Background: an optimization exercise with open tools, aiming at small area, a short achievable clock period and few clock cycles. Do not read the settings as production practice. Only simulation tests tie the RTL to the original design; equivalence was not proved. Power figures rest on the tool's default switching activity, not on a simulated workload.

### flow/run.sh
#!/bin/bash
# synth_recipe.tcl (not shown) runs the flow's synth.tcl, then flattens the netlist and writes it again
# the make line also repeats each setting of config.mk as NAME=value (left out here)
make -C /OpenROAD-flow-scripts/flow DESIGN_CONFIG=/design/flow/config.mk WORK_HOME=/design/flow/orfs CLKGATE_MAP_FILE= SYNTH_SCRIPT=/design/flow/synth_recipe.tcl finish
### flow/config.mk
export PLATFORM = sky130hd
export DESIGN_NAME = worley_cell_noise_nearest
export DESIGN_NICKNAME = worley_cell_noise_nearest
export VERILOG_FILES = /design/flow/design.v
export SDC_FILE = /design/flow/constraint.sdc
export NUM_CORES = 4
export LEC_CHECK = 0
export CAP_MARGIN = 20
export CORE_MARGIN = 2
export CORE_UTILIZATION = 40
export SLEW_MARGIN = 20
### flow/constraint.sdc
create_clock -name core_clock -period 10.0 [get_ports {i_clk}]
set_input_delay 2.0000 -clock core_clock [delete_from_list [all_inputs] [get_ports {i_clk}]]
set_output_delay 2.0000 -clock core_clock [all_outputs]
set_load 0.01 [all_outputs]
### flow/design.v
`timescale 1ns / 1ps
package wcn_pkg;
    localparam logic [1:0] MODE_LOAD = 2'd0;
    localparam logic [1:0] MODE_E2D  = 2'd1;
    localparam logic [1:0] MODE_E3D  = 2'd2;
    localparam logic [1:0] MODE_NONE = 2'd3;
    localparam logic [1:0] DST_L2  = 2'd0;    
    localparam logic [1:0] DST_L3  = 2'd1;    
    localparam logic [1:0] DST_FIN = 2'd2;    
endpackage
`timescale 1ns / 1ps
module wcn_ram (
    input  logic        i_clk,
    input  logic        i_rst_n,
    input  logic [15:0] i_whi,       
    input  logic [15:0] i_wlo,       
    input  logic [7:0]  i_wdata,
    input  logic [23:0] i_rows,      
    output logic [31:0] o_bank,      
    output logic [7:0]  o_t1,        
    output logic [7:0]  o_t2,
    output logic [7:0]  o_t3
);
    logic [2047:0] r_tbl;
    logic [7:0]    w_d0, w_d1;
    logic          r_rst_n;
    always_ff @(posedge i_clk) r_rst_n <= i_rst_n;
    assign w_d0 = i_wdata & {8{r_rst_n}};
    assign w_d1 = i_wdata | {8{~r_rst_n}};
    for (genvar e = 0; e < 256; e++) begin : g_ent
        logic       w_en;
        logic [7:0] w_d;
        assign w_en = ~r_rst_n | (i_whi[e / 16] & i_wlo[e % 16]);
        for (genvar b = 0; b < 8; b++) begin : g_bit
            assign w_d[b] = (((e >> b) % 2) == 1) ? w_d1[b] : w_d0[b];
        end
        always_ff @(posedge i_clk) begin
            if (w_en) r_tbl[8*e +: 8] <= w_d;
        end
    end
    for (genvar q = 0; q < 4; q++) begin : g_bank
        logic [511:0] w_bank;
        for (genvar r = 0; r < 64; r++) begin : g_row
            assign w_bank[8*r +: 8] = r_tbl[8*(4*r+q) +: 8];
        end
        always_ff @(posedge i_clk) begin
            o_bank[8*q +: 8] <= w_bank[8*i_rows[6*q +: 6] +: 8];
        end
    end
    assign o_t1 = r_tbl[8*1 +: 8];
    assign o_t2 = r_tbl[8*2 +: 8];
    assign o_t3 = r_tbl[8*3 +: 8];
endmodule
`timescale 1ns / 1ps
module wcn_sqrt (
    input  logic        i_clk,
    input  logic        i_rst_n,
    input  logic        i_start,
    input  logic [39:0] i_value,
    output logic        o_busy,
    output logic        o_valid,
    input  logic        i_ack,
    output logic [19:0] o_root
);
    logic [20:0] r_rem;
    logic [19:0] r_root;
    logic [39:0] r_src;
    logic [3:0]  r_cnt;
    logic        r_busy, r_valid;
    logic [22:0] w_p1;
    logic [24:0] w_p2;
    logic [23:0] w_d1;
    logic [25:0] w_ea, w_eb;
    logic        w_g1, w_g2;
    logic [20:0] w_rem;
    always_comb begin
        w_p1 = {r_rem, r_src[39:38]};
        w_p2 = {w_p1, r_src[37:36]};
        w_d1 = {1'b0, w_p1} - {2'b00, r_root, 2'b01};
        w_ea = {1'b0, w_p2} - {2'b00, r_root, 4'b0000} - {3'b000, r_root, 3'b000} - 26'd9;
        w_eb = {1'b0, w_p2} - {3'b000, r_root, 3'b001};
        w_g1 = ~w_d1[23];
        w_g2 = w_g1 ? ~w_ea[25] : ~w_eb[25];
        if (w_g1) w_rem = w_g2 ? w_ea[20:0] : {w_d1[18:0], r_src[37:36]};
        else      w_rem = w_g2 ? w_eb[20:0] : w_p2[20:0];
    end
    always_ff @(posedge i_clk) begin
        if (!i_rst_n) begin
            r_busy  <= 1'b0;
            r_valid <= 1'b0;
            r_cnt   <= '0;
        end else begin
            if (i_ack) r_valid <= 1'b0;
            if (i_start) begin
                r_busy <= 1'b1;
                r_cnt  <= 4'd0;
            end else if (r_busy) begin
                r_cnt <= r_cnt + 1'b1;
                if (r_cnt == 4'd9) begin
                    r_busy  <= 1'b0;
                    r_valid <= 1'b1;
                end
            end
        end
        if (i_start) begin
            r_rem  <= '0;
            r_root <= '0;
            r_src  <= i_value;
        end else if (r_busy) begin
            r_rem  <= w_rem;
            r_root <= {r_root[17:0], w_g1, w_g2};
            r_src  <= {r_src[35:0], 4'b0000};
        end
    end
    assign o_busy  = r_busy;
    assign o_valid = r_valid;
    assign o_root  = r_root;
endmodule
module wcn_sq18 (
    input  logic [17:0] e,
    input  logic        n,
    output logic [35:0] o_r0,
    output logic [35:0] o_r1
);
    logic t1, t2, t3, t4, t5, t6, t7, t8, t9, t10, t11, t12, t13, t14, t15, t16;
    logic t17, t18, t19, t20, t21, t22, t23, t24, t25, t26, t27, t28, t29, t30, t31, t32;
    logic t33, t34, t35, t36, t37, t38, t39, t40, t41, t42, t43, t44, t45, t46, t47, t48;
    logic t49, t50, t51, t52, t53, t54, t55, t56, t57, t58, t59, t60, t61, t62, t63, t64;
    logic t65, t66, t67, t68, t69, t70, t71, t72, t73, t74, t75, t76, t77, t78, t79, t80;
    logic t81, t82, t83, t84, t85, t86, t87, t88, t89, t90, t91, t92, t93, t94, t95, t96;
    logic t97, t98, t99, t100, t101, t102, t103, t104, t105, t106, t107, t108, t109, t110, t111, t112;
    logic t113, t114, t115, t116, t117, t118, t119, t120, t121, t122, t123, t124, t125, t126, t127, t128;
    logic t129, t130, t131, t132, t133, t134, t135, t136, t137, t138, t139, t140, t141, t142, t143, t144;
    logic t145, t146, t147, t148, t149, t150, t151, t152, t153, t154, t155, t156, t157, t158, t159, t160;
    logic t161, t162, t163, t164, t165, t166, t167, t168, t169, t170, t171, t172, t173, t174, t175, t176;
    logic t177, t178, t179, t180, t181, t182, t183, t184, t185, t186, t187, t188, t189, t190, t191, t192;
    logic t193, t194, t195, t196, t197, t198, t199, t200, t201, t202, t203, t204, t205, t206, t207, t208;
    logic t209, t210, t211, t212, t213, t214, t215, t216, t217, t218, t219, t220, t221, t222, t223, t224;
    logic t225, t226, t227, t228, t229, t230, t231, t232, t233, t234, t235, t236, t237, t238, t239, t240;
    logic t241, t242, t243, t244, t245, t246, t247, t248, t249, t250, t251, t252, t253, t254, t255, t256;
    logic t257, t258, t259, t260, t261, t262, t263, t264, t265, t266, t267, t268, t269, t270, t271, t272;
    logic t273, t274, t275, t276, t277, t278, t279, t280, t281, t282, t283, t284, t285, t286, t287, t288;
    logic t289, t290, t291, t292, t293, t294, t295, t296, t297, t298, t299, t300, t301, t302, t303, t304;
    logic t305, t306;
    assign t1 = (e[0] & e[15]) ^ (e[1] & e[14]);
    assign t2 = (e[0] & e[15]) & (e[1] & e[14]);
    assign t3 = (e[0] & e[16]) ^ (e[1] & e[15]);
    assign t4 = (e[0] & e[16]) & (e[1] & e[15]);
    assign t5 = (e[0] & e[17]) ^ (e[1] & e[16]) ^ (e[2] & e[15]);
    assign t6 = ((e[0] & e[17]) & (e[1] & e[16])) | ((e[0] & e[17]) & (e[2] & e[15])) | ((e[1] & e[16]) & (e[2] & e[15]));
    assign t7 = (e[3] & e[14]) ^ (e[4] & e[13]);
    assign t8 = (e[3] & e[14]) & (e[4] & e[13]);
    assign t9 = (e[1] & e[17]) ^ (e[2] & e[16]);
    assign t10 = (e[1] & e[17]) & (e[2] & e[16]);
    assign t11 = (e[2] & e[17]) ^ (e[3] & e[16]);
    assign t12 = (e[2] & e[17]) & (e[3] & e[16]);
    assign t13 = (e[0] & e[9]) ^ (e[1] & e[8]);
    assign t14 = (e[0] & e[9]) & (e[1] & e[8]);
    assign t15 = (e[0] & e[10]) ^ (e[1] & e[9]);
    assign t16 = (e[0] & e[10]) & (e[1] & e[9]);
    assign t17 = (e[0] & e[11]) ^ (e[1] & e[10]) ^ (e[2] & e[9]);
    assign t18 = ((e[0] & e[11]) & (e[1] & e[10])) | ((e[0] & e[11]) & (e[2] & e[9])) | ((e[1] & e[10]) & (e[2] & e[9]));
    assign t19 = (e[3] & e[8]) ^ (e[4] & e[7]);
    assign t20 = (e[3] & e[8]) & (e[4] & e[7]);
    assign t21 = (e[0] & e[12]) ^ (e[1] & e[11]) ^ (e[2] & e[10]);
    assign t22 = ((e[0] & e[12]) & (e[1] & e[11])) | ((e[0] & e[12]) & (e[2] & e[10])) | ((e[1] & e[11]) & (e[2] & e[10]));
    assign t23 = (e[3] & e[9]) ^ (e[4] & e[8]);
    assign t24 = (e[3] & e[9]) & (e[4] & e[8]);
    assign t25 = (e[0] & e[13]) ^ (e[1] & e[12]) ^ (e[2] & e[11]);
    assign t26 = ((e[0] & e[13]) & (e[1] & e[12])) | ((e[0] & e[13]) & (e[2] & e[11])) | ((e[1] & e[12]) & (e[2] & e[11]));
    assign t27 = (e[3] & e[10]) ^ (e[4] & e[9]) ^ (e[5] & e[8]);
    assign t28 = ((e[3] & e[10]) & (e[4] & e[9])) | ((e[3] & e[10]) & (e[5] & e[8])) | ((e[4] & e[9]) & (e[5] & e[8]));
    assign t29 = (e[6] & e[7]) ^ e[7];
    assign t30 = (e[6] & e[7]) & e[7];
    assign t31 = (e[0] & e[14]) ^ (e[1] & e[13]) ^ (e[2] & e[12]);
    assign t32 = ((e[0] & e[14]) & (e[1] & e[13])) | ((e[0] & e[14]) & (e[2] & e[12])) | ((e[1] & e[13]) & (e[2] & e[12]));
    assign t33 = (e[3] & e[11]) ^ (e[4] & e[10]) ^ (e[5] & e[9]);
    assign t34 = ((e[3] & e[11]) & (e[4] & e[10])) | ((e[3] & e[11]) & (e[5] & e[9])) | ((e[4] & e[10]) & (e[5] & e[9]));
    assign t35 = (e[6] & e[8]) ^ (n & e[14]);
    assign t36 = (e[6] & e[8]) & (n & e[14]);
    assign t37 = t1 ^ (e[2] & e[13]) ^ (e[3] & e[12]);
    assign t38 = (t1 & (e[2] & e[13])) | (t1 & (e[3] & e[12])) | ((e[2] & e[13]) & (e[3] & e[12]));
    assign t39 = (e[4] & e[11]) ^ (e[5] & e[10]) ^ (e[6] & e[9]);
    assign t40 = ((e[4] & e[11]) & (e[5] & e[10])) | ((e[4] & e[11]) & (e[6] & e[9])) | ((e[5] & e[10]) & (e[6] & e[9]));
    assign t41 = (e[7] & e[8]) ^ e[8] ^ (n & e[15]);
    assign t42 = ((e[7] & e[8]) & e[8]) | ((e[7] & e[8]) & (n & e[15])) | (e[8] & (n & e[15]));
    assign t43 = t3 ^ (e[2] & e[14]) ^ (e[3] & e[13]);
    assign t44 = (t3 & (e[2] & e[14])) | (t3 & (e[3] & e[13])) | ((e[2] & e[14]) & (e[3] & e[13]));
    assign t45 = (e[4] & e[12]) ^ (e[5] & e[11]) ^ (e[6] & e[10]);
    assign t46 = ((e[4] & e[12]) & (e[5] & e[11])) | ((e[4] & e[12]) & (e[6] & e[10])) | ((e[5] & e[11]) & (e[6] & e[10]));
    assign t47 = (e[7] & e[9]) ^ (n & e[16]) ^ t2;
    assign t48 = ((e[7] & e[9]) & (n & e[16])) | ((e[7] & e[9]) & t2) | ((n & e[16]) & t2);
    assign t49 = t5 ^ t7 ^ (e[5] & e[12]);
    assign t50 = (t5 & t7) | (t5 & (e[5] & e[12])) | (t7 & (e[5] & e[12]));
    assign t51 = (e[6] & e[11]) ^ (e[7] & e[10]) ^ (e[8] & e[9]);
    assign t52 = ((e[6] & e[11]) & (e[7] & e[10])) | ((e[6] & e[11]) & (e[8] & e[9])) | ((e[7] & e[10]) & (e[8] & e[9]));
    assign t53 = e[9] ^ (n & e[17]) ^ t4;
    assign t54 = (e[9] & (n & e[17])) | (e[9] & t4) | ((n & e[17]) & t4);
    assign t55 = t9 ^ (e[3] & e[15]) ^ (e[4] & e[14]);
    assign t56 = (t9 & (e[3] & e[15])) | (t9 & (e[4] & e[14])) | ((e[3] & e[15]) & (e[4] & e[14]));
    assign t57 = (e[5] & e[13]) ^ (e[6] & e[12]) ^ (e[7] & e[11]);
    assign t58 = ((e[5] & e[13]) & (e[6] & e[12])) | ((e[5] & e[13]) & (e[7] & e[11])) | ((e[6] & e[12]) & (e[7] & e[11]));
    assign t59 = (e[8] & e[10]) ^ t6 ^ t8;
    assign t60 = ((e[8] & e[10]) & t6) | ((e[8] & e[10]) & t8) | (t6 & t8);
    assign t61 = t11 ^ (e[4] & e[15]) ^ (e[5] & e[14]);
    assign t62 = (t11 & (e[4] & e[15])) | (t11 & (e[5] & e[14])) | ((e[4] & e[15]) & (e[5] & e[14]));
    assign t63 = (e[6] & e[13]) ^ (e[7] & e[12]) ^ (e[8] & e[11]);
    assign t64 = ((e[6] & e[13]) & (e[7] & e[12])) | ((e[6] & e[13]) & (e[8] & e[11])) | ((e[7] & e[12]) & (e[8] & e[11]));
    assign t65 = (e[9] & e[10]) ^ e[10] ^ t10;
    assign t66 = ((e[9] & e[10]) & e[10]) | ((e[9] & e[10]) & t10) | (e[10] & t10);
    assign t67 = (e[3] & e[17]) ^ (e[4] & e[16]) ^ (e[5] & e[15]);
    assign t68 = ((e[3] & e[17]) & (e[4] & e[16])) | ((e[3] & e[17]) & (e[5] & e[15])) | ((e[4] & e[16]) & (e[5] & e[15]));
    assign t69 = (e[6] & e[14]) ^ (e[7] & e[13]) ^ (e[8] & e[12]);
    assign t70 = ((e[6] & e[14]) & (e[7] & e[13])) | ((e[6] & e[14]) & (e[8] & e[12])) | ((e[7] & e[13]) & (e[8] & e[12]));
    assign t71 = (e[9] & e[11]) ^ t12;
    assign t72 = (e[9] & e[11]) & t12;
    assign t73 = (e[4] & e[17]) ^ (e[5] & e[16]) ^ (e[6] & e[15]);
    assign t74 = ((e[4] & e[17]) & (e[5] & e[16])) | ((e[4] & e[17]) & (e[6] & e[15])) | ((e[5] & e[16]) & (e[6] & e[15]));
    assign t75 = (e[7] & e[14]) ^ (e[8] & e[13]) ^ (e[9] & e[12]);
    assign t76 = ((e[7] & e[14]) & (e[8] & e[13])) | ((e[7] & e[14]) & (e[9] & e[12])) | ((e[8] & e[13]) & (e[9] & e[12]));
    assign t77 = (e[10] & e[11]) ^ e[11];
    assign t78 = (e[10] & e[11]) & e[11];
    assign t79 = (e[5] & e[17]) ^ (e[6] & e[16]) ^ (e[7] & e[15]);
    assign t80 = ((e[5] & e[17]) & (e[6] & e[16])) | ((e[5] & e[17]) & (e[7] & e[15])) | ((e[6] & e[16]) & (e[7] & e[15]));
    assign t81 = (e[8] & e[14]) ^ (e[9] & e[13]);
    assign t82 = (e[8] & e[14]) & (e[9] & e[13]);
    assign t83 = (e[6] & e[17]) ^ (e[7] & e[16]) ^ (e[8] & e[15]);
    assign t84 = ((e[6] & e[17]) & (e[7] & e[16])) | ((e[6] & e[17]) & (e[8] & e[15])) | ((e[7] & e[16]) & (e[8] & e[15]));
    assign t85 = (e[9] & e[14]) ^ (e[10] & e[13]);
    assign t86 = (e[9] & e[14]) & (e[10] & e[13]);
    assign t87 = (e[7] & e[17]) ^ (e[8] & e[16]);
    assign t88 = (e[7] & e[17]) & (e[8] & e[16]);
    assign t89 = (e[8] & e[17]) ^ (e[9] & e[16]);
    assign t90 = (e[8] & e[17]) & (e[9] & e[16]);
    assign t91 = (e[0] & e[5]) ^ (e[1] & e[4]);
    assign t92 = (e[0] & e[5]) & (e[1] & e[4]);
    assign t93 = (e[0] & e[6]) ^ (e[1] & e[5]);
    assign t94 = (e[0] & e[6]) & (e[1] & e[5]);
    assign t95 = (e[0] & e[7]) ^ (e[1] & e[6]) ^ (e[2] & e[5]);
    assign t96 = ((e[0] & e[7]) & (e[1] & e[6])) | ((e[0] & e[7]) & (e[2] & e[5])) | ((e[1] & e[6]) & (e[2] & e[5]));
    assign t97 = (e[3] & e[4]) ^ e[4];
    assign t98 = (e[3] & e[4]) & e[4];
    assign t99 = (e[0] & e[8]) ^ (e[1] & e[7]) ^ (e[2] & e[6]);
    assign t100 = ((e[0] & e[8]) & (e[1] & e[7])) | ((e[0] & e[8]) & (e[2] & e[6])) | ((e[1] & e[7]) & (e[2] & e[6]));
    assign t101 = (e[3] & e[5]) ^ (n & e[8]);
    assign t102 = (e[3] & e[5]) & (n & e[8]);
    assign t103 = t13 ^ (e[2] & e[7]) ^ (e[3] & e[6]);
    assign t104 = (t13 & (e[2] & e[7])) | (t13 & (e[3] & e[6])) | ((e[2] & e[7]) & (e[3] & e[6]));
    assign t105 = (e[4] & e[5]) ^ e[5] ^ (n & e[9]);
    assign t106 = ((e[4] & e[5]) & e[5]) | ((e[4] & e[5]) & (n & e[9])) | (e[5] & (n & e[9]));
    assign t107 = t15 ^ (e[2] & e[8]) ^ (e[3] & e[7]);
    assign t108 = (t15 & (e[2] & e[8])) | (t15 & (e[3] & e[7])) | ((e[2] & e[8]) & (e[3] & e[7]));
    assign t109 = (e[4] & e[6]) ^ (n & e[10]) ^ t14;
    assign t110 = ((e[4] & e[6]) & (n & e[10])) | ((e[4] & e[6]) & t14) | ((n & e[10]) & t14);
    assign t111 = t17 ^ t19 ^ (e[5] & e[6]);
    assign t112 = (t17 & t19) | (t17 & (e[5] & e[6])) | (t19 & (e[5] & e[6]));
    assign t113 = e[6] ^ (n & e[11]) ^ t16;
    assign t114 = (e[6] & (n & e[11])) | (e[6] & t16) | ((n & e[11]) & t16);
    assign t115 = t21 ^ t23 ^ (e[5] & e[7]);
    assign t116 = (t21 & t23) | (t21 & (e[5] & e[7])) | (t23 & (e[5] & e[7]));
    assign t117 = (n & e[12]) ^ t18 ^ t20;
    assign t118 = ((n & e[12]) & t18) | ((n & e[12]) & t20) | (t18 & t20);
    assign t119 = t25 ^ t27 ^ t29;
    assign t120 = (t25 & t27) | (t25 & t29) | (t27 & t29);
    assign t121 = (n & e[13]) ^ t22 ^ t24;
    assign t122 = ((n & e[13]) & t22) | ((n & e[13]) & t24) | (t22 & t24);
    assign t123 = t31 ^ t33 ^ t35;
    assign t124 = (t31 & t33) | (t31 & t35) | (t33 & t35);
    assign t125 = t26 ^ t28 ^ t30;
    assign t126 = (t26 & t28) | (t26 & t30) | (t28 & t30);
    assign t127 = t37 ^ t39 ^ t41;
    assign t128 = (t37 & t39) | (t37 & t41) | (t39 & t41);
    assign t129 = t32 ^ t34 ^ t36;
    assign t130 = (t32 & t34) | (t32 & t36) | (t34 & t36);
    assign t131 = t43 ^ t45 ^ t47;
    assign t132 = (t43 & t45) | (t43 & t47) | (t45 & t47);
    assign t133 = t38 ^ t40 ^ t42;
    assign t134 = (t38 & t40) | (t38 & t42) | (t40 & t42);
    assign t135 = t49 ^ t51 ^ t53;
    assign t136 = (t49 & t51) | (t49 & t53) | (t51 & t53);
    assign t137 = t44 ^ t46 ^ t48;
    assign t138 = (t44 & t46) | (t44 & t48) | (t46 & t48);
    assign t139 = t55 ^ t57 ^ t59;
    assign t140 = (t55 & t57) | (t55 & t59) | (t57 & t59);
    assign t141 = t50 ^ t52 ^ t54;
    assign t142 = (t50 & t52) | (t50 & t54) | (t52 & t54);
    assign t143 = t61 ^ t63 ^ t65;
    assign t144 = (t61 & t63) | (t61 & t65) | (t63 & t65);
    assign t145 = t56 ^ t58 ^ t60;
    assign t146 = (t56 & t58) | (t56 & t60) | (t58 & t60);
    assign t147 = t67 ^ t69 ^ t71;
    assign t148 = (t67 & t69) | (t67 & t71) | (t69 & t71);
    assign t149 = t62 ^ t64 ^ t66;
    assign t150 = (t62 & t64) | (t62 & t66) | (t64 & t66);
    assign t151 = t73 ^ t75 ^ t77;
    assign t152 = (t73 & t75) | (t73 & t77) | (t75 & t77);
    assign t153 = t68 ^ t70 ^ t72;
    assign t154 = (t68 & t70) | (t68 & t72) | (t70 & t72);
    assign t155 = t79 ^ t81 ^ (e[10] & e[12]);
    assign t156 = (t79 & t81) | (t79 & (e[10] & e[12])) | (t81 & (e[10] & e[12]));
    assign t157 = t74 ^ t76 ^ t78;
    assign t158 = (t74 & t76) | (t74 & t78) | (t76 & t78);
    assign t159 = t83 ^ t85 ^ (e[11] & e[12]);
    assign t160 = (t83 & t85) | (t83 & (e[11] & e[12])) | (t85 & (e[11] & e[12]));
    assign t161 = e[12] ^ t80 ^ t82;
    assign t162 = (e[12] & t80) | (e[12] & t82) | (t80 & t82);
    assign t163 = t87 ^ (e[9] & e[15]) ^ (e[10] & e[14]);
    assign t164 = (t87 & (e[9] & e[15])) | (t87 & (e[10] & e[14])) | ((e[9] & e[15]) & (e[10] & e[14]));
    assign t165 = (e[11] & e[13]) ^ t84 ^ t86;
    assign t166 = ((e[11] & e[13]) & t84) | ((e[11] & e[13]) & t86) | (t84 & t86);
    assign t167 = t89 ^ (e[10] & e[15]) ^ (e[11] & e[14]);
    assign t168 = (t89 & (e[10] & e[15])) | (t89 & (e[11] & e[14])) | ((e[10] & e[15]) & (e[11] & e[14]));
    assign t169 = (e[12] & e[13]) ^ e[13] ^ t88;
    assign t170 = ((e[12] & e[13]) & e[13]) | ((e[12] & e[13]) & t88) | (e[13] & t88);
    assign t171 = (e[9] & e[17]) ^ (e[10] & e[16]) ^ (e[11] & e[15]);
    assign t172 = ((e[9] & e[17]) & (e[10] & e[16])) | ((e[9] & e[17]) & (e[11] & e[15])) | ((e[10] & e[16]) & (e[11] & e[15]));
    assign t173 = (e[12] & e[14]) ^ t90;
    assign t174 = (e[12] & e[14]) & t90;
    assign t175 = (e[10] & e[17]) ^ (e[11] & e[16]) ^ (e[12] & e[15]);
    assign t176 = ((e[10] & e[17]) & (e[11] & e[16])) | ((e[10] & e[17]) & (e[12] & e[15])) | ((e[11] & e[16]) & (e[12] & e[15]));
    assign t177 = (e[13] & e[14]) ^ e[14];
    assign t178 = (e[13] & e[14]) & e[14];
    assign t179 = (e[11] & e[17]) ^ (e[12] & e[16]);
    assign t180 = (e[11] & e[17]) & (e[12] & e[16]);
    assign t181 = (e[12] & e[17]) ^ (e[13] & e[16]);
    assign t182 = (e[12] & e[17]) & (e[13] & e[16]);
    assign t183 = (e[0] & e[3]) ^ (e[1] & e[2]);
    assign t184 = (e[0] & e[3]) & (e[1] & e[2]);
    assign t185 = (e[0] & e[4]) ^ (e[1] & e[3]);
    assign t186 = (e[0] & e[4]) & (e[1] & e[3]);
    assign t187 = t91 ^ (e[2] & e[3]) ^ e[3];
    assign t188 = (t91 & (e[2] & e[3])) | (t91 & e[3]) | ((e[2] & e[3]) & e[3]);
    assign t189 = t93 ^ (e[2] & e[4]) ^ (n & e[6]);
    assign t190 = (t93 & (e[2] & e[4])) | (t93 & (n & e[6])) | ((e[2] & e[4]) & (n & e[6]));
    assign t191 = t95 ^ t97 ^ (n & e[7]);
    assign t192 = (t95 & t97) | (t95 & (n & e[7])) | (t97 & (n & e[7]));
    assign t193 = t99 ^ t101 ^ t96;
    assign t194 = (t99 & t101) | (t99 & t96) | (t101 & t96);
    assign t195 = t103 ^ t105 ^ t100;
    assign t196 = (t103 & t105) | (t103 & t100) | (t105 & t100);
    assign t197 = t107 ^ t109 ^ t104;
    assign t198 = (t107 & t109) | (t107 & t104) | (t109 & t104);
    assign t199 = t111 ^ t113 ^ t108;
    assign t200 = (t111 & t113) | (t111 & t108) | (t113 & t108);
    assign t201 = t115 ^ t117 ^ t112;
    assign t202 = (t115 & t117) | (t115 & t112) | (t117 & t112);
    assign t203 = t119 ^ t121 ^ t116;
    assign t204 = (t119 & t121) | (t119 & t116) | (t121 & t116);
    assign t205 = t123 ^ t125 ^ t120;
    assign t206 = (t123 & t125) | (t123 & t120) | (t125 & t120);
    assign t207 = t127 ^ t129 ^ t124;
    assign t208 = (t127 & t129) | (t127 & t124) | (t129 & t124);
    assign t209 = t131 ^ t133 ^ t128;
    assign t210 = (t131 & t133) | (t131 & t128) | (t133 & t128);
    assign t211 = t135 ^ t137 ^ t132;
    assign t212 = (t135 & t137) | (t135 & t132) | (t137 & t132);
    assign t213 = t139 ^ t141 ^ t136;
    assign t214 = (t139 & t141) | (t139 & t136) | (t141 & t136);
    assign t215 = t143 ^ t145 ^ t140;
    assign t216 = (t143 & t145) | (t143 & t140) | (t145 & t140);
    assign t217 = t147 ^ t149 ^ t144;
    assign t218 = (t147 & t149) | (t147 & t144) | (t149 & t144);
    assign t219 = t151 ^ t153 ^ t148;
    assign t220 = (t151 & t153) | (t151 & t148) | (t153 & t148);
    assign t221 = t155 ^ t157 ^ t152;
    assign t222 = (t155 & t157) | (t155 & t152) | (t157 & t152);
    assign t223 = t159 ^ t161 ^ t156;
    assign t224 = (t159 & t161) | (t159 & t156) | (t161 & t156);
    assign t225 = t163 ^ t165 ^ t160;
    assign t226 = (t163 & t165) | (t163 & t160) | (t165 & t160);
    assign t227 = t167 ^ t169 ^ t164;
    assign t228 = (t167 & t169) | (t167 & t164) | (t169 & t164);
    assign t229 = t171 ^ t173 ^ t168;
    assign t230 = (t171 & t173) | (t171 & t168) | (t173 & t168);
    assign t231 = t175 ^ t177 ^ t172;
    assign t232 = (t175 & t177) | (t175 & t172) | (t177 & t172);
    assign t233 = t179 ^ (e[13] & e[15]) ^ t176;
    assign t234 = (t179 & (e[13] & e[15])) | (t179 & t176) | ((e[13] & e[15]) & t176);
    assign t235 = t181 ^ (e[14] & e[15]) ^ e[15];
    assign t236 = (t181 & (e[14] & e[15])) | (t181 & e[15]) | ((e[14] & e[15]) & e[15]);
    assign t237 = (e[13] & e[17]) ^ (e[14] & e[16]);
    assign t238 = (e[13] & e[17]) & (e[14] & e[16]);
    assign t239 = (e[14] & e[17]) ^ (e[15] & e[16]);
    assign t240 = (e[14] & e[17]) & (e[15] & e[16]);
    assign t241 = (e[0] & e[1]) ^ e[1];
    assign t242 = (e[0] & e[1]) & e[1];
    assign t243 = (e[0] & e[2]) ^ (n & e[2]);
    assign t244 = (e[0] & e[2]) & (n & e[2]);
    assign t245 = t183 ^ e[2] ^ (n & e[3]);
    assign t246 = (t183 & e[2]) | (t183 & (n & e[3])) | (e[2] & (n & e[3]));
    assign t247 = t185 ^ (n & e[4]) ^ t184;
    assign t248 = (t185 & (n & e[4])) | (t185 & t184) | ((n & e[4]) & t184);
    assign t249 = t187 ^ (n & e[5]) ^ t186;
    assign t250 = (t187 & (n & e[5])) | (t187 & t186) | ((n & e[5]) & t186);
    assign t251 = t189 ^ t92 ^ t188;
    assign t252 = (t189 & t92) | (t189 & t188) | (t92 & t188);
    assign t253 = t191 ^ t94 ^ t190;
    assign t254 = (t191 & t94) | (t191 & t190) | (t94 & t190);
    assign t255 = t193 ^ t98 ^ t192;
    assign t256 = (t193 & t98) | (t193 & t192) | (t98 & t192);
    assign t257 = t195 ^ t102 ^ t194;
    assign t258 = (t195 & t102) | (t195 & t194) | (t102 & t194);
    assign t259 = t197 ^ t106 ^ t196;
    assign t260 = (t197 & t106) | (t197 & t196) | (t106 & t196);
    assign t261 = t199 ^ t110 ^ t198;
    assign t262 = (t199 & t110) | (t199 & t198) | (t110 & t198);
    assign t263 = t201 ^ t114 ^ t200;
    assign t264 = (t201 & t114) | (t201 & t200) | (t114 & t200);
    assign t265 = t203 ^ t118 ^ t202;
    assign t266 = (t203 & t118) | (t203 & t202) | (t118 & t202);
    assign t267 = t205 ^ t122 ^ t204;
    assign t268 = (t205 & t122) | (t205 & t204) | (t122 & t204);
    assign t269 = t207 ^ t126 ^ t206;
    assign t270 = (t207 & t126) | (t207 & t206) | (t126 & t206);
    assign t271 = t209 ^ t130 ^ t208;
    assign t272 = (t209 & t130) | (t209 & t208) | (t130 & t208);
    assign t273 = t211 ^ t134 ^ t210;
    assign t274 = (t211 & t134) | (t211 & t210) | (t134 & t210);
    assign t275 = t213 ^ t138 ^ t212;
    assign t276 = (t213 & t138) | (t213 & t212) | (t138 & t212);
    assign t277 = t215 ^ t142 ^ t214;
    assign t278 = (t215 & t142) | (t215 & t214) | (t142 & t214);
    assign t279 = t217 ^ t146 ^ t216;
    assign t280 = (t217 & t146) | (t217 & t216) | (t146 & t216);
    assign t281 = t219 ^ t150 ^ t218;
    assign t282 = (t219 & t150) | (t219 & t218) | (t150 & t218);
    assign t283 = t221 ^ t154 ^ t220;
    assign t284 = (t221 & t154) | (t221 & t220) | (t154 & t220);
    assign t285 = t223 ^ t158 ^ t222;
    assign t286 = (t223 & t158) | (t223 & t222) | (t158 & t222);
    assign t287 = t225 ^ t162 ^ t224;
    assign t288 = (t225 & t162) | (t225 & t224) | (t162 & t224);
    assign t289 = t227 ^ t166 ^ t226;
    assign t290 = (t227 & t166) | (t227 & t226) | (t166 & t226);
    assign t291 = t229 ^ t170 ^ t228;
    assign t292 = (t229 & t170) | (t229 & t228) | (t170 & t228);
    assign t293 = t231 ^ t174 ^ t230;
    assign t294 = (t231 & t174) | (t231 & t230) | (t174 & t230);
    assign t295 = t233 ^ t178 ^ t232;
    assign t296 = (t233 & t178) | (t233 & t232) | (t178 & t232);
    assign t297 = t235 ^ t180 ^ t234;
    assign t298 = (t235 & t180) | (t235 & t234) | (t180 & t234);
    assign t299 = t237 ^ t182 ^ t236;
    assign t300 = (t237 & t182) | (t237 & t236) | (t182 & t236);
    assign t301 = t239 ^ e[16] ^ t238;
    assign t302 = (t239 & e[16]) | (t239 & t238) | (e[16] & t238);
    assign t303 = (e[15] & e[17]) ^ t240;
    assign t304 = (e[15] & e[17]) & t240;
    assign t305 = (e[16] & e[17]) ^ e[17];
    assign t306 = (e[16] & e[17]) & e[17];
    assign o_r0 = {t306, t305, t303, t301, t299, t297, t295, t293, t291, t289, t287, t285, t283, t281, t279, t277, t275, t273, t271, t269, t267, t265, t263, t261, t259, t257, t255, t253, t251, t249, t247, t245, t243, t241, (n & e[0]), e[0]};
    assign o_r1 = {1'b0, t304, t302, t300, t298, t296, t294, t292, t290, t288, t286, t284, t282, t280, t278, t276, t274, t272, t270, t268, t266, t264, t262, t260, t258, t256, t254, t252, t250, t248, t246, t244, t242, (n & e[1]), 1'b0, n};
endmodule
`timescale 1ns / 1ps
module wcn_core (
    input  logic        i_clk,
    input  logic        i_rst_n,
    input  logic        i_valid,
    output logic        o_ready,
    input  logic [1:0]  i_mode,
    input  logic [31:0] i_x,
    input  logic [31:0] i_y,
    input  logic [31:0] i_z,
    input  logic [7:0]  i_tidx,
    input  logic [7:0]  i_tval,
    output logic        o_res_valid,
    output logic [19:0] o_res,
    input  logic        i_res_ready
);
    localparam int NFIFO = 2;           
    localparam int CAP   = NFIFO + 1;   
    logic        w_acc, w_start, w_load;
    logic [15:0] r_whi, r_wlo;
    logic [7:0]  r_wval;
    assign w_acc   = i_valid && o_ready;
    assign w_start = w_acc && (i_mode == wcn_pkg::MODE_E2D || i_mode == wcn_pkg::MODE_E3D);
    assign w_load  = w_acc && (i_mode == wcn_pkg::MODE_LOAD);
    always_ff @(posedge i_clk) begin
        if (!i_rst_n) begin
            r_whi <= '0;
        end else begin
            r_whi <= w_load ? (16'd1 << i_tidx[7:4]) : 16'd0;
        end
        r_wlo  <= 16'd1 << i_tidx[3:0];
        r_wval <= i_tval;
    end
    function automatic logic [30:0] prep(input logic [31:0] c);
        logic        inc;
        logic [15:0] hi;
        logic        hz, h1, hm1, hm2, eq1, eq0, eqm1, ge2;
        logic [7:0]  off;
        hi   = c[31:16];
        inc  = c[31] & (c[15:0] != 16'd0);    
        hz   = (hi == 16'h0000);
        h1   = (hi == 16'h0001);
        hm1  = (hi == 16'hFFFF);
        hm2  = (hi == 16'hFFFE);
        eq1  = h1;
        eq0  = hz | (inc & hm1);
        eqm1 = inc ? hm2 : hm1;
        ge2  = ~c[31] & ~hz & ~h1;
        off  = inc ? hi[7:0] : hi[7:0] - 8'd1;
        prep = {off, inc, c[15:0],
                ge2 | eq1 | eq0, ge2 | eq1, ge2, eqm1, eq0, eq1};
    endfunction
    logic [30:0] r_px, r_py, r_pz;       
    logic        r_act, r_3d, r_last;
    logic [1:0]  r_lvl, r_a, r_j, r_k;
    logic [5:0]  r_left;                 
    logic [2:0]  r_cnt;                  
    logic        r_cntok;
    logic        w_deliver;
    logic [7:0]  w_t1, w_t2, w_t3;
    logic [31:0] r_bank;
    logic [7:0]  r_l2 [3][3];            
    logic [7:0]  r_l3 [3][3];
    logic       w_m0_ffirst, w_m0_gfirst, w_m0_lastax, w_m0_lastwin;
    logic [1:0] w_m0_dst, w_m0_o;
    logic       r_m1_v, r_m1_ffirst, r_m1_gfirst, r_m1_lastax, r_m1_lastwin;
    logic [1:0] r_m1_dst, r_m1_a, r_m1_o;
    logic       r_m2_v, r_m2_ffirst, r_m2_gfirst, r_m2_lastax, r_m2_lastwin;
    logic [1:0] r_m2_dst, r_m2_a, r_m2_o;
    logic [23:0] r_rows;
    logic [1:0]  r_rot1, r_rot2;
    assign o_ready = (!r_act || r_last) && r_cntok;
    logic [7:0] w_lane [3];
    always_comb begin
        for (int m = 0; m < 3; m++) begin
            w_lane[m] = r_bank[8 * 2'(r_rot2 + 2'(m)) +: 8];
        end
    end
    logic [7:0] w_src, w_off, w_base;
    always_comb begin
        w_m0_dst = '0; w_m0_o = '0; w_m0_ffirst = 1'b0; w_m0_gfirst = 1'b0;
        w_m0_lastax = 1'b0; w_m0_lastwin = 1'b0;
        w_src = w_t1;
        w_off = r_px[30:23];
        if (r_lvl == 2'd0) begin
            w_src = (r_a == 2'd0) ? w_t1 : (r_a == 2'd1) ? w_t2 : w_t3;
            w_off = r_3d ? r_pz[30:23] : r_py[30:23];
            w_m0_dst = wcn_pkg::DST_L2;
        end else if (r_lvl == 2'd1) begin
            w_src = '0;
            for (int a = 0; a < 3; a++)
                for (int k = 0; k < 3; k++)
                    if (r_a == 2'(a) && r_k == 2'(k)) w_src = r_l2[a][k];
            w_off = r_py[30:23];
            w_m0_dst = wcn_pkg::DST_L3;
        end else begin
            w_src = '0;
            for (int a = 0; a < 3; a++)
                for (int j = 0; j < 3; j++)
                    if (r_a == 2'(a) && r_j == 2'(j))
                        w_src = r_3d ? r_l3[a][j] : (j == 0) ? w_lane[0] : r_l2[a][j];
            w_off = r_px[30:23];
            w_m0_dst = wcn_pkg::DST_FIN;
            w_m0_o = (r_a == 2'd1) ? r_j : r_k;
            w_m0_ffirst = (r_j == 2'd0 && r_k == 2'd0 && r_a == 2'd0);
            w_m0_gfirst = (r_j == 2'd0 && r_k == 2'd0);
            w_m0_lastax = r_3d ? (r_a == 2'd2) : (r_a == 2'd1);
            w_m0_lastwin = r_last;
        end
        w_base = w_src + w_off;
    end
    always_ff @(posedge i_clk) begin
        if (!i_rst_n) begin
            r_act <= 1'b0;
            r_last <= 1'b0;
            r_m1_v <= 1'b0;
            r_m2_v <= 1'b0;
        end else begin
            if (w_start) begin
                r_act <= 1'b1;
                r_last <= 1'b0;
            end else begin
                if (r_last) r_act <= 1'b0;
                r_last <= r_act && !r_last && r_left == 6'd1;
            end
            r_m1_v <= r_act;
            r_m2_v <= r_m1_v;
        end
        if (o_ready) begin
            r_3d <= (i_mode == wcn_pkg::MODE_E3D);
            r_left <= (i_mode == wcn_pkg::MODE_E3D) ? 6'd38 : 6'd7;
            r_px <= prep(i_x);
            r_py <= prep(i_y);
            r_pz <= prep(i_z);
        end else begin
            r_left <= r_left - 6'd1;
        end
        if (!r_act || r_last) begin
            r_lvl <= 2'd0;
            r_a <= 2'd0;
            r_j <= 2'd0;
            r_k <= 2'd0;
        end else begin
            if (r_lvl == 2'd0) begin
                if (r_a == (r_3d ? 2'd2 : 2'd1)) begin
                    r_a <= 2'd0;
                    r_lvl <= r_3d ? 2'd1 : 2'd2;
                end else begin
                    r_a <= r_a + 2'd1;
                end
            end else if (r_lvl == 2'd1) begin
                if (r_a == 2'd2) begin
                    r_a <= 2'd0;
                    r_lvl <= 2'd2;
                end else begin
                    r_a <= r_a + 2'd1;
                end
            end else begin
                if (r_a == (r_3d ? 2'd2 : 2'd1)) begin
                    r_a <= 2'd0;
                    if (r_j == 2'd2) begin
                        r_j <= 2'd0;
                        r_k <= r_k + 2'd1;
                        r_lvl <= 2'd1;
                    end else begin
                        r_j <= r_j + 2'd1;
                    end
                end else begin
                    r_a <= r_a + 2'd1;
                end
            end
        end
        for (int q = 0; q < 4; q++) begin
            r_rows[6*q +: 6] <= (2'(q) >= w_base[1:0]) ? w_base[7:2] : w_base[7:2] + 6'd1;
        end
        r_rot1 <= w_base[1:0];
        r_rot2 <= r_rot1;
        r_m1_dst <= w_m0_dst; r_m1_a <= r_a; r_m1_o <= w_m0_o;
        r_m1_ffirst <= w_m0_ffirst; r_m1_gfirst <= w_m0_gfirst;
        r_m1_lastax <= w_m0_lastax; r_m1_lastwin <= w_m0_lastwin;
        r_m2_dst <= r_m1_dst; r_m2_a <= r_m1_a; r_m2_o <= r_m1_o;
        r_m2_ffirst <= r_m1_ffirst; r_m2_gfirst <= r_m1_gfirst;
        r_m2_lastax <= r_m1_lastax; r_m2_lastwin <= r_m1_lastwin;
        for (int a = 0; a < 3; a++) begin
            if (r_m2_v && r_m2_dst == wcn_pkg::DST_L2 && r_m2_a == 2'(a)) begin
                for (int m = 0; m < 3; m++) r_l2[a][m] <= w_lane[m];
            end
            if (r_m2_v && r_m2_dst == wcn_pkg::DST_L3 && r_m2_a == 2'(a)) begin
                for (int m = 0; m < 3; m++) r_l3[a][m] <= w_lane[m];
            end
        end
    end
    wcn_ram u_ram (
        .i_clk  (i_clk),
        .i_rst_n(i_rst_n),
        .i_whi  (r_whi),
        .i_wlo  (r_wlo),
        .i_wdata(r_wval),
        .i_rows (r_rows),
        .o_bank (r_bank),
        .o_t1   (w_t1),
        .o_t2   (w_t2),
        .o_t3   (w_t3)
    );
    logic [22:0] r_qx, r_qy, r_qz;       
    logic        w_fin;
    logic [22:0] w_hp;
    assign w_fin = r_m2_v && r_m2_dst == wcn_pkg::DST_FIN;
    always_comb begin
        logic [22:0] qx, qy, qz;
        qx = r_m2_ffirst ? r_px[22:0] : r_qx;
        qy = r_m2_ffirst ? r_py[22:0] : r_qy;
        qz = r_m2_ffirst ? r_pz[22:0] : r_qz;
        w_hp = (r_m2_a == 2'd0) ? qx : (r_m2_a == 2'd1) ? qy : qz;
    end
    logic        r_h_v, r_h_gfirst, r_h_lastax, r_h_lastwin, r_h_firstax;
    logic [7:0]  r_h [3];
    logic [2:0]  r_h_add, r_h_sub;       
    logic [1:0]  r_h_o [3];              
    logic [8:0]  r_h_rhi;
    logic [7:0]  r_h_rlo;
    always_ff @(posedge i_clk) begin
        if (!i_rst_n) begin
            r_h_v <= 1'b0;
        end else begin
            r_h_v <= w_fin;
        end
        if (w_fin && r_m2_ffirst) begin
            r_qx <= r_px[22:0];
            r_qy <= r_py[22:0];
            r_qz <= r_pz[22:0];
        end
        for (int m = 0; m < 3; m++) begin
            logic [1:0] o;
            o = (r_m2_a == 2'd0) ? 2'(m) : r_m2_o;
            r_h[m] <= w_lane[m];
            r_h_o[m] <= o;
            r_h_sub[m] <= w_hp[5'd3 + 5'(o)];
            r_h_add[m] <= ~w_hp[5'd3 + 5'(o)] & ~w_hp[5'(o)];
        end
        r_h_rhi <= w_hp[22:14];
        r_h_rlo <= w_hp[13:6];
        r_h_gfirst <= r_m2_gfirst;
        r_h_lastax <= r_m2_lastax;
        r_h_lastwin <= r_m2_lastwin;
        r_h_firstax <= (r_m2_a == 2'd0);
    end
    logic               r_d_v, r_d_gfirst, r_d_lastax, r_d_lastwin, r_d_firstax;
    logic [17:0]        r_de [3];
    logic [2:0]         r_dn;
    always_ff @(posedge i_clk) begin
        if (!i_rst_n) begin
            r_d_v <= 1'b0;
        end else begin
            r_d_v <= r_h_v;
        end
        for (int m = 0; m < 3; m++) begin
            logic [10:0] hb, hv, mm;
            hb = (r_h_o[m] == 2'd0) ? 11'd256 : (r_h_o[m] == 2'd1) ? 11'd0 : 11'h700;
            hv = r_h_sub[m] ? ~{3'b000, r_h[m]} : r_h_add[m] ? {3'b000, r_h[m]} : 11'd0;
            mm = {{2{r_h_rhi[8]}}, r_h_rhi} + hb + hv + 11'(r_h_sub[m]);
            r_de[m] <= {mm[9:0], r_h_rlo} ^ {18{mm[10]}};
            r_dn[m] <= mm[10];
        end
        r_d_gfirst <= r_h_gfirst;
        r_d_lastax <= r_h_lastax;
        r_d_lastwin <= r_h_lastwin;
        r_d_firstax <= r_h_firstax;
    end
    logic        r_s_v, r_s_gfirst, r_s_lastax, r_s_lastwin, r_s_firstax;
    logic [35:0] r_r0 [3], r_r1 [3];
    logic [35:0] w_r0 [3], w_r1 [3];
    for (genvar m = 0; m < 3; m++) begin : g_sq
        wcn_sq18 u_sq (
            .e   (r_de[m]),
            .n   (r_dn[m]),
            .o_r0(w_r0[m]),
            .o_r1(w_r1[m])
        );
    end
    always_ff @(posedge i_clk) begin
        if (!i_rst_n) begin
            r_s_v <= 1'b0;
        end else begin
            r_s_v <= r_d_v;
        end
        for (int m = 0; m < 3; m++) begin
            r_r0[m] <= w_r0[m];
            r_r1[m] <= w_r1[m];
        end
        r_s_gfirst <= r_d_gfirst;
        r_s_lastax <= r_d_lastax;
        r_s_lastwin <= r_d_lastwin;
        r_s_firstax <= r_d_firstax;
    end
    logic        r_a_v, r_a_gfirst, r_a_lastwin;
    logic [36:0] r_acc [3];
    always_ff @(posedge i_clk) begin
        if (!i_rst_n) begin
            r_a_v <= 1'b0;
        end else begin
            r_a_v <= r_s_v && r_s_lastax;
        end
        for (int m = 0; m < 3; m++) begin
            r_acc[m] <= (r_s_firstax ? 37'd0 : r_acc[m]) + {1'b0, r_r0[m]} + {1'b0, r_r1[m]};
        end
        r_a_gfirst <= r_s_gfirst;
        r_a_lastwin <= r_s_lastwin;
    end
    logic [36:0] r_best, w_best;
    logic        r_push;
    always_comb begin
        logic l01, l02, l12, l0b, l1b, l2b, w0, w1, w2;
        l01 = r_acc[0] <= r_acc[1];
        l02 = r_acc[0] <= r_acc[2];
        l12 = r_acc[1] <= r_acc[2];
        l0b = r_a_gfirst || r_acc[0] <= r_best;
        l1b = r_a_gfirst || r_acc[1] <= r_best;
        l2b = r_a_gfirst || r_acc[2] <= r_best;
        w0 = l01 && l02 && l0b;
        w1 = !w0 && l12 && l1b;
        w2 = !w0 && !w1 && l2b;
        w_best = w0 ? r_acc[0] : w1 ? r_acc[1] : w2 ? r_acc[2] : r_best;
    end
    always_ff @(posedge i_clk) begin
        if (!i_rst_n) begin
            r_push <= 1'b0;
        end else begin
            r_push <= r_a_v && r_a_lastwin;
        end
        if (r_a_v) r_best <= w_best;
    end
    logic [36:0] r_fq [NFIFO];
    logic [1:0]  r_fn;
    logic        w_push, w_pop;
    logic        w_sq_busy, w_sq_valid, w_sq_start;
    logic [19:0] w_root;
    logic        r_out_v;
    logic [19:0] r_out;
    assign w_push = r_push;
    assign w_deliver = w_sq_valid && !r_out_v;
    assign w_sq_start = (r_fn != 2'd0) && !w_sq_busy && (!w_sq_valid || w_deliver);
    assign w_pop = w_sq_start;
    always_ff @(posedge i_clk) begin
        if (!i_rst_n) begin
            r_fn <= '0;
            r_cnt <= '0;
            r_cntok <= 1'b1;
            r_out_v <= 1'b0;
        end else begin
            r_fn <= r_fn + 2'(w_push) - 2'(w_pop);
            r_cnt <= r_cnt + 3'(w_start) - 3'(w_deliver);
            r_cntok <= (r_cnt + 3'(w_start) - 3'(w_deliver)) < 3'(CAP);
            if (w_deliver) r_out_v <= 1'b1;
            else if (i_res_ready) r_out_v <= 1'b0;
        end
        if (w_pop) r_fq[0] <= r_fq[1];
        if (w_push) begin
            if (w_pop) r_fq[~r_fn[0]] <= r_best;
            else r_fq[r_fn[0]] <= r_best;
        end
        if (w_deliver) r_out <= w_root;
    end
    wcn_sqrt u_sqrt (
        .i_clk  (i_clk),
        .i_rst_n(i_rst_n),
        .i_start(w_sq_start),
        .i_value({3'b000, r_fq[0]}),
        .o_busy (w_sq_busy),
        .o_valid(w_sq_valid),
        .i_ack  (w_deliver),
        .o_root (w_root)
    );
    assign o_res_valid = r_out_v;
    assign o_res       = r_out;
endmodule
`timescale 1ns / 1ps
module worley_cell_noise_nearest #(
    parameter int TABLE_SIZE = 256,
    parameter int FRAC_BITS  = 16
) (
    input  logic         i_clk,
    input  logic         i_rst_n,
    input  logic         s_axis_tvalid,
    output logic         s_axis_tready,
    input  logic [111:0] s_axis_tdata,   
    input  logic [1:0]   s_axis_tuser,   
    output logic         m_axis_tvalid,
    input  logic         m_axis_tready,
    output logic [23:0]  m_axis_tdata    
);
    logic [19:0] w_res;
    wcn_core u_core (
        .i_clk      (i_clk),
        .i_rst_n    (i_rst_n),
        .i_valid    (s_axis_tvalid),
        .o_ready    (s_axis_tready),
        .i_mode     (s_axis_tuser),
        .i_x        (s_axis_tdata[31:0]),
        .i_y        (s_axis_tdata[63:32]),
        .i_z        (s_axis_tdata[95:64]),
        .i_tidx     (s_axis_tdata[103:96]),
        .i_tval     (s_axis_tdata[111:104]),
        .o_res_valid(m_axis_tvalid),
        .o_res      (w_res),
        .i_res_ready(m_axis_tready)
    );
    assign m_axis_tdata = {4'b0000, w_res};
endmodule
==> results of run 1 <==
==> logic make-up (layout without fill, tap and decap cells) <==
family / Yosys count / after routing / synth area share, %
AOI/OAI and AO/OA: 1084 / 1084 / 4.63
xor gates and xnor gates: 296 / 296 / 1.76
adders and majority gates: 1084 / 1084 / 11.6
buffers and inverters: 1074 / 1482 / 2.75
DFF: 3167 / 3167 / 59.8
muxes: 967 / 967 / 12.6
other: 1 / 6 / 0.00253
and+or+nand+nor: 2155 / 2155 / 6.93
==> stage by stage <==
step           total power (W)  utilization (%)  worst slack (ns)  hold WS, ns
4_1_cts                 0.0567             45.1              4.71        0.326
5_1_grt                 0.0600             45.1              4.31        0.331
6_report                0.0560             45.1              4.76        0.326
3_5_place_dp            0.0442             42.1              4.81        0.312
2_1_floorplan           0.0361                -              5.02        0.310
3_3_place_gp            0.0436             42.1              4.01        0.311
==> sequential cells by signal, summed over array words and instances (netlist names), 40 cells and up <==
| register | cells |
|---|---|
| u_core.u_ram.r_tbl | 2048 |
| u_core.r_acc | 111 |
| u_core.r_r0 | 108 |
| u_core.r_r1 | 102 |
| u_core.r_fq | 74 |
| u_core.r_l2 | 72 |
| u_core.r_l3 | 72 |
| u_core.r_de | 54 |
| u_core.u_sqrt.r_src | 40 |
==> cell usage after synthesis (all sizes together) (143+ instances only) <==
| library cell | number | share of area (%) |
|---|---|---|
| mux2i | 143 | 0.96 |
| dfxtp | 644 | 8.7 |
| clkbuf | 362 | 0.92 |
| mux4 | 707 | 11 |
| fa | 481 | 6.5 |
| a21oi | 309 | 1.0 |
| nand2 | 964 | 2.4 |
| xnor2 | 195 | 1.2 |
| edfxtp | 2523 | 51 |
| o21ai | 293 | 0.99 |
| inv | 605 | 1.5 |
| and2 | 447 | 1.9 |
| nor2 | 283 | 0.72 |
| ha | 603 | 5.1 |
==> layout by cell type, fill, tap and decap left out, types with 21 or more instances in the layout <==
cell             count
a211oi_1            47
a21o_1             130
a21oi_1            305
a22oi_1             24
a31oi_1             25
and2_1             438
buf_4              118
bufinv_16           24
clkbuf_1            68
clkbuf_16          348
clkbuf_8            24
clkdlybuf4s50_1    139
clkinv_1            51
clkinv_2            55
dfxtp_1            624
edfxtp_1          2523
fa_1               481
ha_1               603
inv_1              604
mux2_2             117
mux2i_1            143
mux4_2             707
nand2_1            964
nand2b_1            68
nand3_1             54
nand4_1             59
nor2_1             277
nor2b_1            109
nor3_1              54
nor4_1              25
o211ai_1            36
o21a_1              47
o21ai_0            287
o21bai_1            31
o221ai_1            21
xnor2_1            192
xor2_1             101
==> metal layers <==
metal | vias up | track usage, % | part of all wire (%)
met4 | 6 | 6.68 | 3.4
met5 | - | 0 | 0.011
li1 | 36535 | - | -
met2 | 2735 | 34.5 | 49
met3 | 567 | 2.38 | 5.7
met1 | 43423 | 27.6 | 42
==> layout make-up <==
class	instances	area, um^2	area share (%)
Sequential cell	3167	88700	53.3
Clock inverter	170	1620	0.976
Tap cell	4950	6190	3.72
Multi-Input combinational cell	5590	55900	33.6
Clock buffer	442	9300	5.59
Inverter	605	2270	1.37
Antenna cell	2	5.00	0.00301
Timing Repair Buffer	265	2420	1.45
==> worst paths after layout <==
check                                      endpoint               start  slack, ns
worst max-delay path            u_core.r_acc[1][36]  u_core.r_s_firstax       4.76
worst min-delay path              u_core.r_h_gfirst  u_core.r_m2_gfirst       0.33
worst max register to register  u_core.r_acc[1][36]  u_core.r_s_firstax       4.76
worst min register to register    u_core.r_h_gfirst  u_core.r_m2_gfirst       0.33
==> power by group <==
part	internal, W	switching (W)
clock network	0.00719	0.00519
registers	0.0168	0.00217
logic	0.0112	0.0134
==> worst max-delay path, delay by kind of cell (launching register included) <==
family,cells,cell delay [ns]
simple gates,2,0.32
buf+inv,1,0.70
fa+ha+maj,2,0.91
flops,1,0.68
compound gates,8,2.35
xor+xnor,1,0.13
==> key figures, run 1 <==
Min path
  – Hold crit path type: reg -> reg
  – Hold depth: 0

Timing
  – Minimum clock period: ~5.2 ns
  – RSZ-0062 raised after global routing: no
  – Max-slew violations: 0
  – Period Utilization, post-route: 52.4%
  – Slew margin rel.: 20.2%
  – Final hold vios: 0
  – Worst Skew: 0.0703 ns
  – Maximum clock rate: 191 MHz
  – Final Setup Violations: 0
  – Final setup TNS: 0 ns
  – Worst-margin pin slew: 1.19 ns

Worst setup path
  – Crit Path Class: reg -> reg
  – Worst EP arrival: 6.05 ns
  – CP max FO: 67
  – Worst Setup End Kind: flop
  – Slowest CP cell: buf_4
  – FF-to-FF path depth: 14
  – CP startpoint kind: flop
  – Crit path cell chain: buf_4, nor2_1, fa_1, ha_1, a21o_1, a221oi_1, a221oi_1, a211oi_1, o21ai_0, a21oi_1, nand3_1, a31o_2, a21oi_1, xnor2_1
  – WP data required: 10.81 ns
  – Worst stage delay on the critical path: 0.70 ns

CTS
  – Worst-path clk slew: roughly 0.06 ns
  – Latest clock arrival within the worst-skew pair: between 0.9 and 1 ns
  – Clock Sinks: about 3200
  – Number of buffers created by CTS: 336
  – Cts repair resizes: 0
  – CTS H-tree lvls: 5
  – CTS tree: done
  – Post-CTS Setup Inserts: 0
  – CTS Buffer Depth: 4
  – Root Driver: clkbuf_16
  – Hold buffer count at CTS: 0

GRT
  – Gr usage total: 20.5%
  – Vias in the first global route: 85367
  – Grt ovf: 0
  – Largest net degree at the start of global routing: 114
  – First-pass GRT wire length: roughly 570000 um
  – Initial antenna violation count: 12

Floorplan
  – Cell row count: around 220
  – IO Pins: 144
  – Die width: 613 um
  – Die height: 613 um
  – Core Region: 369000 um^2
  – Die area: 376000 um^2
  – Starting Density: 40.2%

Placed design
  – Dpl cells: roughly 15000
  – Final GP Congestion: 0.881
  – Dpl cell area: 155000 um^2
  – Hpwl dp: 263000 um
  – I/O Buffers: 139

Drt
  – Vias per inst: 5.48
  – 1st-iter DRT viols: ~7700
  – Via count: 83266
  – Final ANT Viol Nets: 0
  – Wire per inst: about 26 um
  – Initial DRT Pass Iterations: 6
  – Drt total wl: 388000 um
  – DRC viols: 0

Pwr
  – Leak Pwr: 62.0 nW
  – Worst vdd ir: 259 uV
  – PD cells: 337 nW/um^2

Layout
  – Final instance area: ~170000 um^2
  – Share of post-route cells with drive strength above 1: 15.1%
  – Final non-filler cell total: 15191
  – Fin nets: 11167
  – FILL cells: around 32000
  – Area added between synthesis and finish: 12.2%

Synthesis
  – Ys flop type: edfxtp_1
  – Synth unique cells: 81
  – Synth Warn #: 23
  – Post-synthesis cell area: around 150000 um^2
  – Async SR Flop Fraction: 0%
  – Mean Syn Cell Area: between 15 and 20 um^2
  – Post-synthesis sequential area ratio: 59.8%
  – Seq cells post-synth: 3167
  – Post-synth EDFFs: approximately 2500
  – Syn Inst Count: 9828

Status
  – Status: finished clean

Run
  – Max-Cap Viols: 0
Testbench counts, summed over its fixed seeds: cycles 11,944.
==> inputs of run 2 (changes only) <==
--- a/flow/design.v
+++ b/flow/design.v
@@ -40,10 +40,13 @@
     end
     for (genvar q = 0; q < 4; q++) begin : g_bank
-        logic [511:0] w_bank;
-        for (genvar r = 0; r < 64; r++) begin : g_row
-            assign w_bank[8*r +: 8] = r_tbl[8*(4*r+q) +: 8];
+        logic [7:0] w_rd;
+        always_comb begin
+            w_rd = '0;
+            for (int r = 0; r < 64; r++) begin
+                w_rd = w_rd | ({8{i_rows[6*q +: 6] == 6'(r)}} & r_tbl[8*(4*r+q) +: 8]);
+            end
         end
         always_ff @(posedge i_clk) begin
-            o_bank[8*q +: 8] <= w_bank[8*i_rows[6*q +: 6] +: 8];
+            o_bank[8*q +: 8] <= w_rd;
         end
     end
@@ -468,5 +471,5 @@
     input  logic        i_res_ready
 );
-    localparam int NFIFO = 2;           
+    localparam int NFIFO = 4;           
     localparam int CAP   = NFIFO + 1;   
     logic        w_acc, w_start, w_load;
@@ -508,5 +511,5 @@
     logic [1:0]  r_lvl, r_a, r_j, r_k;
     logic [5:0]  r_left;                 
-    logic [2:0]  r_cnt;                  
+    logic [3:0]  r_cnt;                  
     logic        r_cntok;
     logic        w_deliver;
@@ -785,5 +788,5 @@
     end
     logic [36:0] r_fq [NFIFO];
-    logic [1:0]  r_fn;
+    logic [3:0]  r_fn;
     logic        w_push, w_pop;
     logic        w_sq_busy, w_sq_valid, w_sq_start;
@@ -793,5 +796,5 @@
     assign w_push = r_push;
     assign w_deliver = w_sq_valid && !r_out_v;
-    assign w_sq_start = (r_fn != 2'd0) && !w_sq_busy && (!w_sq_valid || w_deliver);
+    assign w_sq_start = (r_fn != 4'd0) && !w_sq_busy && (!w_sq_valid || w_deliver);
     assign w_pop = w_sq_start;
     always_ff @(posedge i_clk) begin
@@ -802,14 +805,13 @@
             r_out_v <= 1'b0;
         end else begin
-            r_fn <= r_fn + 2'(w_push) - 2'(w_pop);
-            r_cnt <= r_cnt + 3'(w_start) - 3'(w_deliver);
-            r_cntok <= (r_cnt + 3'(w_start) - 3'(w_deliver)) < 3'(CAP);
+            r_fn <= r_fn + 4'(w_push) - 4'(w_pop);
+            r_cnt <= r_cnt + 4'(w_start) - 4'(w_deliver);
+            r_cntok <= (r_cnt + 4'(w_start) - 4'(w_deliver)) < 4'(CAP);
             if (w_deliver) r_out_v <= 1'b1;
             else if (i_res_ready) r_out_v <= 1'b0;
         end
-        if (w_pop) r_fq[0] <= r_fq[1];
-        if (w_push) begin
-            if (w_pop) r_fq[~r_fn[0]] <= r_best;
-            else r_fq[r_fn[0]] <= r_best;
+        for (int i = 0; i < NFIFO; i++) begin
+            if (w_push && 4'(i) == r_fn - 4'(w_pop)) r_fq[i] <= r_best;
+            else if (w_pop && i < NFIFO - 1) r_fq[i] <= r_fq[i + 1];
         end
         if (w_deliver) r_out <= w_root;
--- a/flow/config.mk
+++ b/flow/config.mk
@@ -9,3 +9,4 @@
 export CORE_MARGIN = 2
 export CORE_UTILIZATION = 40
+export SETUP_SLACK_MARGIN = 5
 export SLEW_MARGIN = 20
==> key figures, run 2 <==
Floorplan
  – Cell row count: 223 (unchanged)
  – IO Pins: 144 (unchanged)
  – Die area: 376000 um^2 (about the same)
  – Die width: 613 um (about the same)
  – Starting Density: 40.2% (about the same)
  – Core Region: 369000 um^2 (unchanged)
  – Die height: 613 um (about the same)

Drt
  – Via count: 99840 (was 83266)
  – Drt total wl: 517000 um (was 388000 um)
  – Initial DRT Pass Iterations: 6 (unchanged)
  – DRC viols: 0 (unchanged)
  – Final ANT Viol Nets: 0 (unchanged)
  – 1st-iter DRT viols: 13715 (was 7671)
  – Vias per inst: 6.01 (was 5.48)
  – Wire per inst: 31.1 um (was 25.5 um)

Pwr
  – Sequential power share: 33.7% (was 33.9%)
  – PD cells: 354 nW/um^2 (was 337 nW/um^2)
  – Worst vdd ir: 259 uV (about the same)
  – Clock Power Share: 21.8% (was 22.1%)
  – Sw Share: 39.8% (was 37.1%)
  – Leak Pwr: 63.1 nW (was 62.0 nW)
  – Combinational share of power: 44.4% (was 44.0%)
  – P_int: 0.0359 W (was 0.0352 W)
  – Net switching power: 0.0237 W (was 0.0208 W)

Synthesis
  – Post-synthesis cell area: 148000 um^2 (about the same)
  – Most frequent cells after synthesis: 2597 x edfxtp_1, 957 x nand2_1, 647 x dfxtp_1, 620 x inv_1, 606 x ha_1 (was 2523 x edfxtp_1, 964 x nand2_1, 707 x mux4_2, 644 x dfxtp_1, 605 x inv_1)
  – Post-synth EDFFs: 2597 (was 2523)
  – Most common cell in the netlist: edfxtp_1 (unchanged)
  – Synth Warn #: 25 (was 23)
  – Yosys top cell by area: edfxtp_1 (unchanged)
  – Ys flop type: edfxtp_1 (unchanged)
  – Seq cells post-synth: 3244 (was 3167)
  – Synth unique cells: 100 (was 81)
  – Async SR Flop Fraction: 0% (unchanged)
  – Post-synth top area share: 52.5% (was 51.1%)
  – Area contributors post-synth: edfxtp_1 53%, dfxtp_1 8.7%, fa_1 6.5% (was edfxtp_1 51%, mux4_2 11%, dfxtp_1 8.7%)
  – Post-synthesis sequential area ratio: 61.2% (was 59.8%)
  – Mean Syn Cell Area: 13.5 um^2 (was 15.1 um^2)
  – Syn Inst Count: 10968 (was 9828)

GRT
  – Grt ovf: 0 (unchanged)
  – First-pass GRT wire length: 725000 um (was 572000 um)
  – Gr usage total: 26.8% (was 20.5%)
  – Vias in the first global route: 97304 (was 85367)
  – Largest net degree at the start of global routing: 84 (was 114)
  – Initial antenna violation count: 37 (was 12)

Layout
  – Area of the multi-input gates: 54000 um^2 (was 55900 um^2)
  – FILL cells: 32587 (was 32077)
  – Fin util: 45.7% (was 45.1%)
  – Fin nets: 12562 (was 11167)
  – Biggest regs: u_core.u_ram.r_tbl: 2048 flops, u_core.r_fq: 148 flops, u_core.r_acc: 111 flops (was u_core.u_ram.r_tbl: 2048 flops, u_core.r_acc: 111 flops, u_core.r_r0: 108 flops)
  – Commonest non-fill, non-tap cells in the layout: 2597 x edfxtp_1, 956 x nand2_1, 627 x dfxtp_1, 618 x inv_1, 605 x ha_1 (was 2523 x edfxtp_1, 964 x nand2_1, 707 x mux4_2, 624 x dfxtp_1, 604 x inv_1)
  – Max FFs per register: 2048 (unchanged)
  – Share of post-route cells with drive strength above 1: 9.77% (was 15.1%)
  – Most common cell after layout, fill and taps aside: edfxtp_1 (unchanged)
  – Area added between synthesis and finish: 13.5% (was 12.2%)
  – Final non-filler cell total: 16608 (was 15191)
  – FF+latch area: 91000 um^2 (was 88700 um^2)
  – Top reg by flops: u_core.u_ram.r_tbl (unchanged)

Min path
  – Hold crit path type: reg -> reg (unchanged)
  – Hold depth: 0 (unchanged)

Placed design
  – Final GP Congestion: 0.996 (was 0.881)
  – Hpwl dp: 355000 um (was 263000 um)
  – Dpl cells: 15955 (was 14575)
  – I/O Buffers: 139 (unchanged)

Worst setup path
  – Worst Setup End Kind: output port (was flop)
  – CP startpoint kind: flop (unchanged)
  – FF-to-FF path depth: 18 (was 14)
  – WP data required: 8.00 ns (was 10.81 ns)
  – CP max FO: 30 (was 67)
  – Crit Path Class: reg -> out (was reg -> reg)
  – Worst EP arrival: 2.79 ns (was 6.05 ns)

CTS
  – CTS tree: done (unchanged)
  – Clock Sinks: 3244 (was 3167)
  – CTS Buffer Depth: 4 (unchanged)
  – Root Driver: clkbuf_16 (unchanged)
  – Hold buffer count at CTS: 0 (unchanged)
  – CTS H-tree lvls: 5 (unchanged)
  – Worst-path clk slew: 0.06 ns (about the same)
  – Latest clock arrival within the worst-skew pair: 0.97 ns (was 0.93 ns)
  – Number of buffers created by CTS: 340 (was 336)

Timing
  – Maximum clock rate: 209 MHz (was 191 MHz)
  – Final hold vios: 0 (unchanged)
  – Final setup TNS: 0 ns (unchanged)
  – RSZ-0062 raised after global routing: yes (was no)
  – Max-slew violations: 0 (unchanged)
  – Period Utilization, post-route: 47.9% (was 52.4%)
  – WHS: 0.325 ns (was 0.326 ns)
  – Slew margin rel.: 15.4% (was 20.2%)
  – Worst-margin pin slew: 1.27 ns (was 1.19 ns)
  – Final Setup Violations: 0 (unchanged)
  – Worst Skew: 0.0965 ns (was 0.0703 ns)
  – Minimum clock period: 4.79 ns (was 5.24 ns)

Run
  – Max-Cap Viols: 0 (unchanged)

Status
  – Status: finished clean (unchanged)
[run 2: path summary, 6_finish.rpt]
path                            slack (ns)              from                end
worst max-delay path                  5.21     u_core.r_last      s_axis_tready
worst min-delay path                  0.32  u_core.r_rot1[0]   u_core.r_rot2[0]
worst max register to register        5.32  u_core.r_rot2[1]  u_core.r_rows[16]
worst min register to register        0.32  u_core.r_rot1[0]   u_core.r_rot2[0]
[run 2: per-stage QoR]
stage / setup WS, ns / total power (W) / area, um^2
3_5_place_dp: 4.85 / 0.0467 / 157000
3_3_place_gp: 4.79 / 0.0459 / 157000
5_1_grt: 4.98 / 0.0635 / 169000
4_1_cts: 5.05 / 0.0597 / 168000
2_1_floorplan: 5.08 / 0.0374 / 149000
6_report: 5.21 / 0.0596 / 169000
[run 2: metal layers]
| layer | global-route usage (%) | routed length [um] |
|---|---|---|
| met5 | 0 | 92 |
| met4 | 11.9 | 26300 |
| met3 | 6.03 | 56800 |
| met2 | 42.5 | 237000 |
| met1 | 35.3 | 198000 |
[run 2: power groups by stage]
| stage | clock network, W | registers [W] | logic (W) |
|---|---|---|---|
| 5_1_grt | 0.0137 | 0.0203 | 0.0296 |
| 6_report | 0.0130 | 0.0201 | 0.0265 |
| 3_5_place_dp | 0 | 0.0204 | 0.0263 |
| 3_3_place_gp | 0 | 0.0203 | 0.0255 |
| 4_1_cts | 0.0131 | 0.0201 | 0.0264 |
| 2_1_floorplan | 0 | 0.0190 | 0.0185 |
[run 2: cell families (layout without fill, tap and decap cells)]
logic type / count (synthesis) / after routing / share of synthesized area, %
adder cells (fa/ha/maj): 1088 / 1088 / 11.6
multiplexers: 313 / 313 / 2.55
AO/OA/AOI/OAI: 2214 / 2214 / 11.1
AND/OR/NAND/NOR: 2831 / 2831 / 9.22
buffers and inverters: 999 / 1671 / 2.62
flip-flops: 3244 / 3244 / 61.2
XOR/XNOR: 278 / 278 / 1.64
other: 1 / 19 / 0.00253
[run 2: layout make-up]
| cell class | count | share of cell area (%) |
|---|---|---|
| tap | 4950 | 3.67 |
| clock buffer | 440 | 5.47 |
| multi-input combinational | 6728 | 32.1 |
| antenna | 15 | 0.0223 |
| inverter | 620 | 1.38 |
| sequential | 3244 | 54.0 |
| clock inverter | 189 | 1.30 |
| timing repair buffer | 422 | 2.14 |
[run 2: critical path, stage by stage (launching register included)]
cell and delay [ns]:
dfxtp_1 0.32, nand2b_2 0.29, nand2_1 0.20, inv_4 0.35
clkdlybuf4s50_1 0.69
[run 2: repair_timing]
| action | 4_1_cts | 5_1_grt |
|---|---|---|
| gates cloned | 0 | 0 |
| setup endpoints to repair | 12 | 18 |
| pin swaps | 0 | 0 |
| resized for setup | 6 | 14 |
| buffers inserted | 1 | 0 |
Testbench counts of run 2, summed over its fixed seeds: cycles 11,093.
